What follows belongs to an exercise in optimizing a design on an open flow for small area, a short achievable clock period and few clock cycles; a production flow would make more cautious choices.
The RTL was checked by simulation tests, not by an equivalence proof against the original design.
Power figures rest on the tool's default switching activity, not on a simulated workload.

===== design/flow/design.v =====
`timescale 1ns / 1ps
package spg_pkg;
    localparam int CHANNEL_COUNT    = 11;
    localparam int GROUP_COUNT      = 4;
    localparam int TICKS_PER_SECOND = 2000000;
    localparam int TICK_W     = $clog2(TICKS_PER_SECOND + 1);
    localparam int DIV_CNT_W  = $clog2(TICK_W + 1);
    localparam int ACTION_W   = 2;
    localparam int CH_W       = 4;
    localparam int PULSE_W    = 16;
    localparam int CLAMP_W    = 14;
    localparam int FREQ_W     = 15;
    localparam int TOP_W      = 16;
    localparam int CMP_W      = 16;
    localparam int PIN_W      = 11;
    localparam int REG_IDX_W  = 3;
    localparam int CFG_DATA_W = 16;
    localparam logic [CLAMP_W-1:0] RESET_MIN_PULSE = CLAMP_W'(900);
    localparam logic [CLAMP_W-1:0] RESET_MAX_PULSE = CLAMP_W'(2100);
    localparam logic [FREQ_W-1:0]  RESET_FREQ      = FREQ_W'(50);
    localparam logic [TOP_W-1:0]   RESET_TOP       = TOP_W'(TICKS_PER_SECOND / 50);
    localparam logic [PIN_W-1:0]   RESET_ENABLE    = PIN_W'(255);
    localparam logic [CMP_W-1:0]   RESET_COMPARE   = {CMP_W{1'b1}};
    typedef enum logic [ACTION_W-1:0] {
        ACT_WRITE = 2'd0,
        ACT_READ  = 2'd1,
        ACT_TICK  = 2'd2
    } action_t;
    typedef enum logic [REG_IDX_W-1:0] {
        REG_MIN_PULSE = 3'd0,
        REG_MAX_PULSE = 3'd1,
        REG_FREQ_A    = 3'd2,
        REG_FREQ_B    = 3'd3,
        REG_FREQ_D    = 3'd4,
        REG_TOP_C     = 3'd5,
        REG_ENABLE    = 3'd6
    } reg_index_t;
    typedef enum logic [1:0] {
        GRP_A = 2'd0,
        GRP_B = 2'd1,
        GRP_C = 2'd2,
        GRP_D = 2'd3
    } group_t;
    typedef struct packed {
        logic   valid;
        group_t grp;
    } chan_map_t;
    typedef struct packed {
        logic [CLAMP_W-1:0]                 min_pulse;
        logic [CLAMP_W-1:0]                 max_pulse;
        logic [GROUP_COUNT-1:0][TOP_W-1:0]  top;
        logic [GROUP_COUNT-1:0][FREQ_W-1:0] freq_rb;
        logic [PIN_W-1:0]                   pin_enable;
        logic                               busy;
    } cfg_state_t;
    typedef struct packed {
        logic [FREQ_W-1:0] readback_us;
        logic [FREQ_W-1:0] group_freq_hz;
        logic [PIN_W-1:0]  pin_levels;
        logic              channel_valid;
    } result_t;
    function automatic chan_map_t chan_map(input logic [CH_W-1:0] ch);
        chan_map_t m;
        m.valid = 1'b1;
        case (ch)
            4'd0, 4'd1, 4'd8:  m.grp = spg_pkg::GRP_A;
            4'd2, 4'd3, 4'd9:  m.grp = spg_pkg::GRP_B;
            4'd4, 4'd5:        m.grp = spg_pkg::GRP_C;
            4'd6, 4'd7, 4'd10: m.grp = spg_pkg::GRP_D;
            default:
            begin
                m.valid = 1'b0;
                m.grp   = spg_pkg::GRP_A;
            end
        endcase
        if (32'(ch) >= CHANNEL_COUNT)
        begin
            m.valid = 1'b0;
        end
        chan_map = m;
    endfunction
    function automatic logic [TOP_W-1:0] sat_top(input logic [TICK_W-1:0] q);
        sat_top = (q > TICK_W'({TOP_W{1'b1}})) ? {TOP_W{1'b1}} : q[TOP_W-1:0];
    endfunction
    function automatic logic [FREQ_W-1:0] sat_freq(input logic [TICK_W-1:0] q);
        sat_freq = (q > TICK_W'({FREQ_W{1'b1}})) ? {FREQ_W{1'b1}} : q[FREQ_W-1:0];
    endfunction
endpackage
`timescale 1ns / 1ps
module spg_divider
(
    input  logic                         clk,
    input  logic                         rst_n,
    input  logic                         start,
    input  logic [spg_pkg::TOP_W-1:0]    divisor,
    output logic                         done,
    output logic [spg_pkg::TICK_W-1:0]   quotient
);
    logic [spg_pkg::TOP_W-1:0]     div_reg;
    logic [spg_pkg::TOP_W-1:0]     rem_reg,  rem_next;
    logic [spg_pkg::TICK_W-1:0]    quo_reg,  quo_next;
    logic [spg_pkg::DIV_CNT_W-1:0] cnt_reg;
    logic                          busy_reg;
    logic                          done_reg;
    logic [spg_pkg::TOP_W:0]       shifted;
    logic [spg_pkg::TOP_W:0]       diff;
    logic                          ge;
    always_comb
    begin
        shifted  = {rem_reg, quo_reg[spg_pkg::TICK_W-1]};
        diff     = shifted - {1'b0, div_reg};
        ge       = shifted >= {1'b0, div_reg};
        rem_next = ge ? diff[spg_pkg::TOP_W-1:0] : shifted[spg_pkg::TOP_W-1:0];
        quo_next = {quo_reg[spg_pkg::TICK_W-2:0], ge};
    end
    always_ff @(posedge clk or negedge rst_n)
    begin
        if (!rst_n)
        begin
            busy_reg <= 1'b0;
            done_reg <= 1'b0;
            cnt_reg  <= '0;
        end
        else
        begin
            done_reg <= 1'b0;
            if (start)
            begin
                busy_reg <= 1'b1;
                cnt_reg  <= spg_pkg::DIV_CNT_W'(spg_pkg::TICK_W);
            end
            else if (busy_reg)
            begin
                cnt_reg <= cnt_reg - 1'b1;
                if (cnt_reg == spg_pkg::DIV_CNT_W'(1))
                begin
                    busy_reg <= 1'b0;
                    done_reg <= 1'b1;
                end
            end
        end
    end
    always_ff @(posedge clk)
    begin
        if (start)
        begin
            div_reg <= divisor;
            rem_reg <= '0;
            quo_reg <= spg_pkg::TICK_W'(spg_pkg::TICKS_PER_SECOND);
        end
        else if (busy_reg)
        begin
            rem_reg <= rem_next;
            quo_reg <= quo_next;
        end
    end
    assign done     = done_reg;
    assign quotient = quo_reg;
endmodule
`timescale 1ns / 1ps
module spg_config
(
    input  logic                 clk,
    input  logic                 rst_n,
    input  logic                             cfg_valid,
    output logic                             cfg_ready,
    input  logic [spg_pkg::REG_IDX_W-1:0]    cfg_index,
    input  logic [spg_pkg::CFG_DATA_W-1:0]   cfg_data,
    output spg_pkg::cfg_state_t  state_out
);
    typedef enum logic [1:0] {
        S_IDLE,
        S_TOP_DIV,
        S_FREQ_DIV
    } seq_state_t;
    seq_state_t                                          state_reg;
    spg_pkg::group_t                                     grp_reg;
    logic [spg_pkg::CLAMP_W-1:0]                         min_reg;
    logic [spg_pkg::CLAMP_W-1:0]                         max_reg;
    logic [spg_pkg::PIN_W-1:0]                           enable_reg;
    logic [spg_pkg::GROUP_COUNT-1:0][spg_pkg::TOP_W-1:0]  top_reg;
    logic [spg_pkg::GROUP_COUNT-1:0][spg_pkg::FREQ_W-1:0] freq_reg;
    logic                                                div_start_reg;
    logic [spg_pkg::TOP_W-1:0]                           divisor_reg;
    logic                                                div_done;
    logic [spg_pkg::TICK_W-1:0]                          quotient;
    logic                                                write;
    spg_divider u_divider
    (
        .clk      (clk),
        .rst_n    (rst_n),
        .start    (div_start_reg),
        .divisor  (divisor_reg),
        .done     (div_done),
        .quotient (quotient)
    );
    assign cfg_ready = (state_reg == S_IDLE);
    assign write     = cfg_valid && cfg_ready;
    always_ff @(posedge clk or negedge rst_n)
    begin
        if (!rst_n)
        begin
            state_reg     <= S_IDLE;
            grp_reg       <= spg_pkg::GRP_A;
            min_reg       <= spg_pkg::RESET_MIN_PULSE;
            max_reg       <= spg_pkg::RESET_MAX_PULSE;
            enable_reg    <= spg_pkg::RESET_ENABLE;
            top_reg       <= {spg_pkg::GROUP_COUNT{spg_pkg::RESET_TOP}};
            freq_reg      <= {spg_pkg::GROUP_COUNT{spg_pkg::RESET_FREQ}};
            div_start_reg <= 1'b0;
            divisor_reg   <= '0;
        end
        else
        begin
            div_start_reg <= 1'b0;
            unique case (state_reg)
                S_IDLE:
                begin
                    if (write)
                    begin
                        unique case (cfg_index)
                            spg_pkg::REG_MIN_PULSE: min_reg <= cfg_data[spg_pkg::CLAMP_W-1:0];
                            spg_pkg::REG_MAX_PULSE: max_reg <= cfg_data[spg_pkg::CLAMP_W-1:0];
                            spg_pkg::REG_ENABLE:    enable_reg <= cfg_data[spg_pkg::PIN_W-1:0];
                            spg_pkg::REG_FREQ_A, spg_pkg::REG_FREQ_B, spg_pkg::REG_FREQ_D:
                            begin
                                if (cfg_index == spg_pkg::REG_FREQ_A)
                                begin
                                    grp_reg <= spg_pkg::GRP_A;
                                end
                                else if (cfg_index == spg_pkg::REG_FREQ_B)
                                begin
                                    grp_reg <= spg_pkg::GRP_B;
                                end
                                else
                                begin
                                    grp_reg <= spg_pkg::GRP_D;
                                end
                                divisor_reg   <= {1'b0, cfg_data[spg_pkg::FREQ_W-1:0]};
                                div_start_reg <= 1'b1;
                                state_reg     <= S_TOP_DIV;
                            end
                            spg_pkg::REG_TOP_C:
                            begin
                                grp_reg                   <= spg_pkg::GRP_C;
                                top_reg[spg_pkg::GRP_C]   <= cfg_data[spg_pkg::TOP_W-1:0];
                                divisor_reg               <= cfg_data[spg_pkg::TOP_W-1:0];
                                div_start_reg             <= 1'b1;
                                state_reg                 <= S_FREQ_DIV;
                            end
                            default: ;
                        endcase
                    end
                end
                S_TOP_DIV:
                begin
                    if (div_done)
                    begin
                        top_reg[grp_reg] <= spg_pkg::sat_top(quotient);
                        divisor_reg      <= spg_pkg::sat_top(quotient);
                        div_start_reg    <= 1'b1;
                        state_reg        <= S_FREQ_DIV;
                    end
                end
                S_FREQ_DIV:
                begin
                    if (div_done)
                    begin
                        freq_reg[grp_reg] <= spg_pkg::sat_freq(quotient);
                        state_reg         <= S_IDLE;
                    end
                end
                default: state_reg <= S_IDLE;
            endcase
        end
    end
    always_comb
    begin
        state_out.min_pulse  = min_reg;
        state_out.max_pulse  = max_reg;
        state_out.top        = top_reg;
        state_out.freq_rb    = freq_reg;
        state_out.pin_enable = enable_reg;
        state_out.busy       = (state_reg != S_IDLE);
    end
endmodule
`timescale 1ns / 1ps
module spg_core
(
    input  logic                 clk,
    input  logic                 rst_n,
    input  logic                             req_valid,
    output logic                             req_ready,
    input  logic [spg_pkg::ACTION_W-1:0]     req_action,
    input  logic [spg_pkg::CH_W-1:0]         req_channel,
    input  logic [spg_pkg::PULSE_W-1:0]      req_pulse_us,
    output logic                             rsp_valid,
    input  logic                             rsp_ready,
    output logic [spg_pkg::FREQ_W-1:0]       rsp_readback_us,
    output logic [spg_pkg::FREQ_W-1:0]       rsp_group_freq_hz,
    output logic [spg_pkg::PIN_W-1:0]        rsp_pin_levels,
    output logic                             rsp_channel_valid,
    input  spg_pkg::cfg_state_t  cfg_state
);
    logic [spg_pkg::CHANNEL_COUNT-1:0][spg_pkg::CMP_W-1:0] cmp_reg;
    logic [spg_pkg::CHANNEL_COUNT-1:0][spg_pkg::CMP_W-1:0] cmp_next;
    logic [spg_pkg::GROUP_COUNT-1:0][spg_pkg::TOP_W-1:0]   cnt_reg;
    logic [spg_pkg::GROUP_COUNT-1:0][spg_pkg::TOP_W-1:0]   cnt_next;
    spg_pkg::result_t          out_reg;
    spg_pkg::result_t          skid_reg;
    spg_pkg::result_t          result;
    logic                      out_valid_reg;
    logic                      skid_valid_reg;
    logic                      accept;
    spg_pkg::chan_map_t        map;
    spg_pkg::chan_map_t        pin_map;
    logic [spg_pkg::CLAMP_W-1:0] clamped;
    assign req_ready = !cfg_state.busy && !skid_valid_reg;
    assign accept    = req_valid && req_ready;
    assign map       = spg_pkg::chan_map(req_channel);
    always_comb
    begin
        if (req_pulse_us > spg_pkg::PULSE_W'(cfg_state.max_pulse))
        begin
            clamped = cfg_state.max_pulse;
        end
        else if (req_pulse_us < spg_pkg::PULSE_W'(cfg_state.min_pulse))
        begin
            clamped = cfg_state.min_pulse;
        end
        else
        begin
            clamped = req_pulse_us[spg_pkg::CLAMP_W-1:0];
        end
    end
    always_comb
    begin
        cmp_next             = cmp_reg;
        cnt_next             = cnt_reg;
        result.readback_us   = '0;
        result.channel_valid = map.valid;
        result.group_freq_hz = map.valid ? cfg_state.freq_rb[map.grp] : '0;
        if (accept)
        begin
            unique case (req_action)
                spg_pkg::ACT_WRITE:
                begin
                    for (int i = 0; i < spg_pkg::CHANNEL_COUNT; i++)
                    begin
                        if (map.valid && (req_channel == spg_pkg::CH_W'(i)))
                        begin
                            cmp_next[i] = spg_pkg::CMP_W'({clamped, 1'b0});
                        end
                    end
                end
                spg_pkg::ACT_READ:
                begin
                    if (map.valid)
                    begin
                        result.readback_us = cmp_reg[req_channel][spg_pkg::CMP_W-1:1];
                    end
                end
                spg_pkg::ACT_TICK:
                begin
                    for (int g = 0; g < spg_pkg::GROUP_COUNT; g++)
                    begin
                        cnt_next[g] = (cnt_reg[g] >= cfg_state.top[g]) ? '0
                                                                       : cnt_reg[g] + 1'b1;
                    end
                end
                default: ;
            endcase
        end
        result.pin_levels = '0;
        for (int i = 0; i < spg_pkg::CHANNEL_COUNT; i++)
        begin
            pin_map = spg_pkg::chan_map(spg_pkg::CH_W'(i));
            result.pin_levels[i] = cfg_state.pin_enable[i]
                                   && (cnt_next[pin_map.grp] <= cmp_next[i]);
        end
    end
    always_ff @(posedge clk or negedge rst_n)
    begin
        if (!rst_n)
        begin
            for (int i = 0; i < spg_pkg::CHANNEL_COUNT; i++)
            begin
                cmp_reg[i] <= spg_pkg::RESET_COMPARE;
            end
            for (int g = 0; g < spg_pkg::GROUP_COUNT; g++)
            begin
                cnt_reg[g] <= '0;
            end
            out_valid_reg  <= 1'b0;
            skid_valid_reg <= 1'b0;
        end
        else
        begin
            cmp_reg <= cmp_next;
            cnt_reg <= cnt_next;
            if (accept)
            begin
                if (!out_valid_reg || rsp_ready)
                begin
                    out_valid_reg <= 1'b1;
                end
                else
                begin
                    skid_valid_reg <= 1'b1;
                end
            end
            else if (!out_valid_reg || rsp_ready)
            begin
                out_valid_reg  <= skid_valid_reg;
                skid_valid_reg <= 1'b0;
            end
        end
    end
    always_ff @(posedge clk)
    begin
        if (accept)
        begin
            if (!out_valid_reg || rsp_ready)
            begin
                out_reg <= result;
            end
            else
            begin
                skid_reg <= result;
            end
        end
        else if ((!out_valid_reg || rsp_ready) && skid_valid_reg)
        begin
            out_reg <= skid_reg;
        end
    end
    assign rsp_valid         = out_valid_reg;
    assign rsp_readback_us   = out_reg.readback_us;
    assign rsp_group_freq_hz = out_reg.group_freq_hz;
    assign rsp_pin_levels    = out_reg.pin_levels;
    assign rsp_channel_valid = out_reg.channel_valid;
endmodule
`timescale 1ns / 1ps
module servo_pwm_channel_generator
(
    input  logic                             clk,
    input  logic                             rst_n,
    input  logic                             req_valid,
    output logic                             req_ready,
    input  logic [spg_pkg::ACTION_W-1:0]     req_action,
    input  logic [spg_pkg::CH_W-1:0]         req_channel,
    input  logic [spg_pkg::PULSE_W-1:0]      req_pulse_us,
    output logic                             rsp_valid,
    input  logic                             rsp_ready,
    output logic [spg_pkg::FREQ_W-1:0]       rsp_readback_us,
    output logic [spg_pkg::FREQ_W-1:0]       rsp_group_freq_hz,
    output logic [spg_pkg::PIN_W-1:0]        rsp_pin_levels,
    output logic                             rsp_channel_valid,
    input  logic                             cfg_valid,
    output logic                             cfg_ready,
    input  logic [spg_pkg::REG_IDX_W-1:0]    cfg_index,
    input  logic [spg_pkg::CFG_DATA_W-1:0]   cfg_data
);
    spg_pkg::cfg_state_t cfg_state;
    spg_config u_config
    (
        .clk       (clk),
        .rst_n     (rst_n),
        .cfg_valid (cfg_valid),
        .cfg_ready (cfg_ready),
        .cfg_index (cfg_index),
        .cfg_data  (cfg_data),
        .state_out (cfg_state)
    );
    spg_core u_core
    (
        .clk               (clk),
        .rst_n             (rst_n),
        .req_valid         (req_valid),
        .req_ready         (req_ready),
        .req_action        (req_action),
        .req_channel       (req_channel),
        .req_pulse_us      (req_pulse_us),
        .rsp_valid         (rsp_valid),
        .rsp_ready         (rsp_ready),
        .rsp_readback_us   (rsp_readback_us),
        .rsp_group_freq_hz (rsp_group_freq_hz),
        .rsp_pin_levels    (rsp_pin_levels),
        .rsp_channel_valid (rsp_channel_valid),
        .cfg_state         (cfg_state)
    );
endmodule

===== design/flow/run.sh =====
#!/bin/bash
# synth_recipe.tcl (not shown) runs the flow's synth.tcl, then flattens the netlist and writes it again
# the make line also repeats each setting of config.mk as NAME=value (left out here)
make -C /OpenROAD-flow-scripts/flow DESIGN_CONFIG=/design/flow/config.mk WORK_HOME=/design/flow/orfs CLKGATE_MAP_FILE= SYNTH_SCRIPT=/design/flow/synth_recipe.tcl finish

===== design/flow/config.mk =====
export PLATFORM = sky130hd
export DESIGN_NAME = servo_pwm_channel_generator
export DESIGN_NICKNAME = servo_pwm_channel_generator
export VERILOG_FILES = /design/flow/design.v
export SDC_FILE = /design/flow/constraint.sdc
export NUM_CORES = 4
export LEC_CHECK = 0
export CAP_MARGIN = 20
export CORE_MARGIN = 2
export CORE_UTILIZATION = 40
export PLACE_DENSITY = 0.6
export SLEW_MARGIN = 20

===== design/flow/constraint.sdc =====
create_clock -name core_clock -period 7.0 [get_ports {clk}]
set_input_delay 1.4000 -clock core_clock [delete_from_list [all_inputs] [get_ports {clk}]]
set_output_delay 1.4000 -clock core_clock [all_outputs]
set_load 0.01 [all_outputs]

==> results.py <==
metrics = {
    "finish": {
        "largest_reg_flops": 176,
        "n_antenna_cell": 0,
        "layout_common_cells": "293 x ha_1, 261 x nand2_1, 246 x o21ai_0",
        "final_area_um2": 37800,
        "final_common_cell": "ha_1",
        "final_nets": 3530,
        "syn_to_final_growth_pct": 13.8,
        "drive_above_1_share_pct": 22.1,
    },
    "pwr": {
        "max-vdd-ir-drop_uv": 166,
        "p_leak_nw": 17.5,
        "p_per_area_nw_per_um2": 351,
    },
    "floorplan": {
        "start_util_pct": 40.4,
        "die_y_um": 292,
        "core_um2": 82200,
        "dieArea_um2": 85500,
        "rows": 105,
        "die_x_um": 292,
        "ios": 91,
    },
    "synth": {
        "synthTopCellsByArea": "dfstp_2 18%, dfrtp_1 16%, ha_1 11%",
        "postSynthCellCount": 3112,
        "synth_nets": 3453,
        "ys_warn_count": 3,
        "avgSynthCellArea_um2": 10.7,
        "synth-seq-cells": 570,
        "yosysSeqAreaShare_pct": 44.7,
        "synthArstFlopShare_pct": 76.0,
        "synthFlopType": "dfstp_2",
        "synth-edff-count": 100,
        "synth_top_area_cell": "dfstp_2",
        "synth_top_area_share_pct": 17.7,
        "syn_area_um2": 33300,
        "yosysUniqueCellTypes": 67,
    },
    "clock_network": {
        "h-tree-depth": 3,
        "clk_pin_slew_ps": 60,
        "ctsHoldBuffers": 0,
        "cts-buffers-inserted": 67,
        "cts.sinks": 570,
        "clk_latency_ps": 630,
        "cts_resized": 0,
        "cts_tree": "done",
        "clockRootBuffer": "clkbuf_16",
        "postCtsSetupRepairBufs": 0,
        "clock_tree.buffer_depth": 3,
    },
    "grt": {
        "grt_max_degree": 137,
        "grt-ovfl-total": 0,
        "grt_pass1_vias": 24300,
        "antenna_found_initial": 6,
        "grt_usage_pct": 23.2,
        "grt_pass1_wl_um": 152000,
    },
    "place": {
        "place_hpwl_um": 71900,
        "placed_cell_area_um2": 35600,
        "gp_congestion": 0.889,
        "io_buffers": 90,
    },
    "detailed_routing": {
        "routed-via-count": 24300,
        "first_pass_iters": 5,
        "drcViolationCount": 0,
        "ant_nets": 0,
        "vias_per_cell": 5.64,
        "routedWlPerCell_um": 22.9,
        "drtIter0Drc": 1776,
        "drt_wl_total_um": 99000,
    },
    "setup_path": {
        "start_kind": "primary input",
        "crit_fanout": 14,
        "critPathKind": "in -> reg",
        "critPathCaptureType": "flop",
        "crit_required_ps": 7490,
        "crit_arrival_ps": 6450,
    },
    "flow_run": {
        "cap_violations": 0,
    },
    "timing": {
        "period_needed_ps": 5960,
        "finalClockSkew_ps": 30.9,
        "slew_viol_final": 0,
        "setup-tns-final_ps": 0,
        "rsz0062_at_grt": "false",
        "setup_viol": 0,
        "min_period_over_period_pct": 85.1,
        "tightest_slew_ps": 1160,
        "relSlewSlack_pct": 22.6,
        "fmax_mhz": 168,
        "hold_viol_final": 0,
    },
    "worst_hold_path": {
        "hold_class": "reg -> reg",
    },
    "status": {
        "status": "no timing/DRC/antenna violations",
    },
}
metrics by stage:
step	power [mW]	hold slack [ps]	instances	worst slack, ps	util (%)
after floorplan	7.93	425	3112	1330	-
after global placement	9.70	431	4189	546	43.3
after detailed placement	9.78	435	4190	487	43.3
after CTS	13.3	446	4313	1130	46.0
after global routing	14.1	458	4313	771	46.0
final	13.3	447	4313	1040	46.0
routing by layer:
metal | vias up | GRT usage (%) | routed length (um)
met5 | - | 0 | 0
met4 | 0 | 7.75 | 3000
met3 | 138 | 3.25 | 5000
met2 | 587 | 37.9 | 46400
met1 | 12100 | 31.6 | 44600
li1 | 11500 | - | -
final timing paths:
check                                              start  cells past startpoint                             end  slack [ps]
worst max-delay path                     req_pulse_us[5]                     20               u_core.out_reg[1]        1040
worst min-delay path            u_config.divisor_reg[10]                      0  u_config.u_divider.div_reg[10]         450
worst max register to register       u_config.max_reg[5]                     20               u_core.out_reg[1]        1740
worst min register to register  u_config.divisor_reg[10]                      0  u_config.u_divider.div_reg[10]         450
max in group asynchronous                          rst_n                      2               u_core.cmp_reg[1]        4750
min in group asynchronous                          rst_n                      1              u_core.cnt_reg[54]         920
Yosys cell counts (7+ instances only):
cell and n:
nand4_1 49, o21a_1 11, a31oi_1 22, nor3_1 46, a21oi_1 139, o22ai_1 32, buf_2 7, edfxtp_1 100
a22oi_1 18, ha_1 294, and2_1 42, nand3_1 53, clkbuf_1 141, a21o_1 56, dfstp_2 224, dfrtp_1 209
xnor2_1 17, nor4_1 15, o21ai_0 246, inv_1 148, a211oi_1 25, nor2b_1 32, nand2b_1 22, or3_1 7
mux2_2 234, buf_1 7, nand2_1 261, xor2_1 30, mux2i_1 212, a22o_1 7, and3_1 34, mux4_2 45
o31ai_1 11, dfxtp_1 37, nor2_1 208
layout make-up:
class / count / area [um^2]
multi-input combinational: 2238 / 17400
timing repair buffer: 163 / 1500
sequential: 570 / 14900
clock inverter: 23 / 279
fill: 7697 / 44400
tap: 1070 / 1340
inverter: 149 / 559
clock buffer: 100 / 1920
cell families after synthesis:
| group | Yosys count | share of synthesized area, % |
|---|---|---|
| AO/OA/AOI/OAI | 615 | 11.1 |
| flip-flops | 570 | 44.7 |
| AND/OR/NAND/NOR | 790 | 11.1 |
| XOR/XNOR | 47 | 1.24 |
| buffers and inverters | 304 | 3.46 |
| multiplexers | 491 | 17.4 |
| adder cells (fa/ha/maj) | 295 | 11.1 |
worst max-delay path, stage by stage:
cell,delay (ps)
clkdlybuf4s50_1,470
ha_1,330
nand4_1,140
a21oi_1,180
a211oi_1,70
o21ai_0,160
a21oi_1,110
buf_4,190
or2_2,470
a31oi_2,880
mux2i_1,190
ha_1,360
a21o_1,190
a21o_1,170
a21oi_1,130
o21ai_0,150
a221o_1,340
o21ai_0,160
buf_4,180
mux2_2,150
power by group:
| group | internal (mW) | switching, mW |
|---|---|---|
| Clock | 2.04 | 1.47 |
| Sequential | 4.34 | 0.596 |
| Combinational | 1.96 | 2.86 |
Testbench counts, summed over its fixed seeds: cycles 36,622.

port drivers added, routing unchanged:
How much do the figures lean on ideal ports? The routed layout below was timed once more, with nothing changed but the port constraints.
Step 1 assumes that a clkbuf_16 drives the clock port and a buf_2 every other input.
Step 2 adds t to the input delays and takes it off the output delays; t is the mean of the earliest and latest rising clock arrival at the registers after step 1. Input paths then give back, and output paths get back, about the clock's delay inside the block.
a / b / c = ideal / step 1 / step 2; a / b = the first two.
t, ns: 0.674
setup WS [ns]: 1.041 / 1.084 / 0.410
pins driven straight from the clock port: 1
After both steps this run still meets setup and hold. The setup slack of this run moves by +0.043 ns with the drivers and by -0.631 ns with both steps.
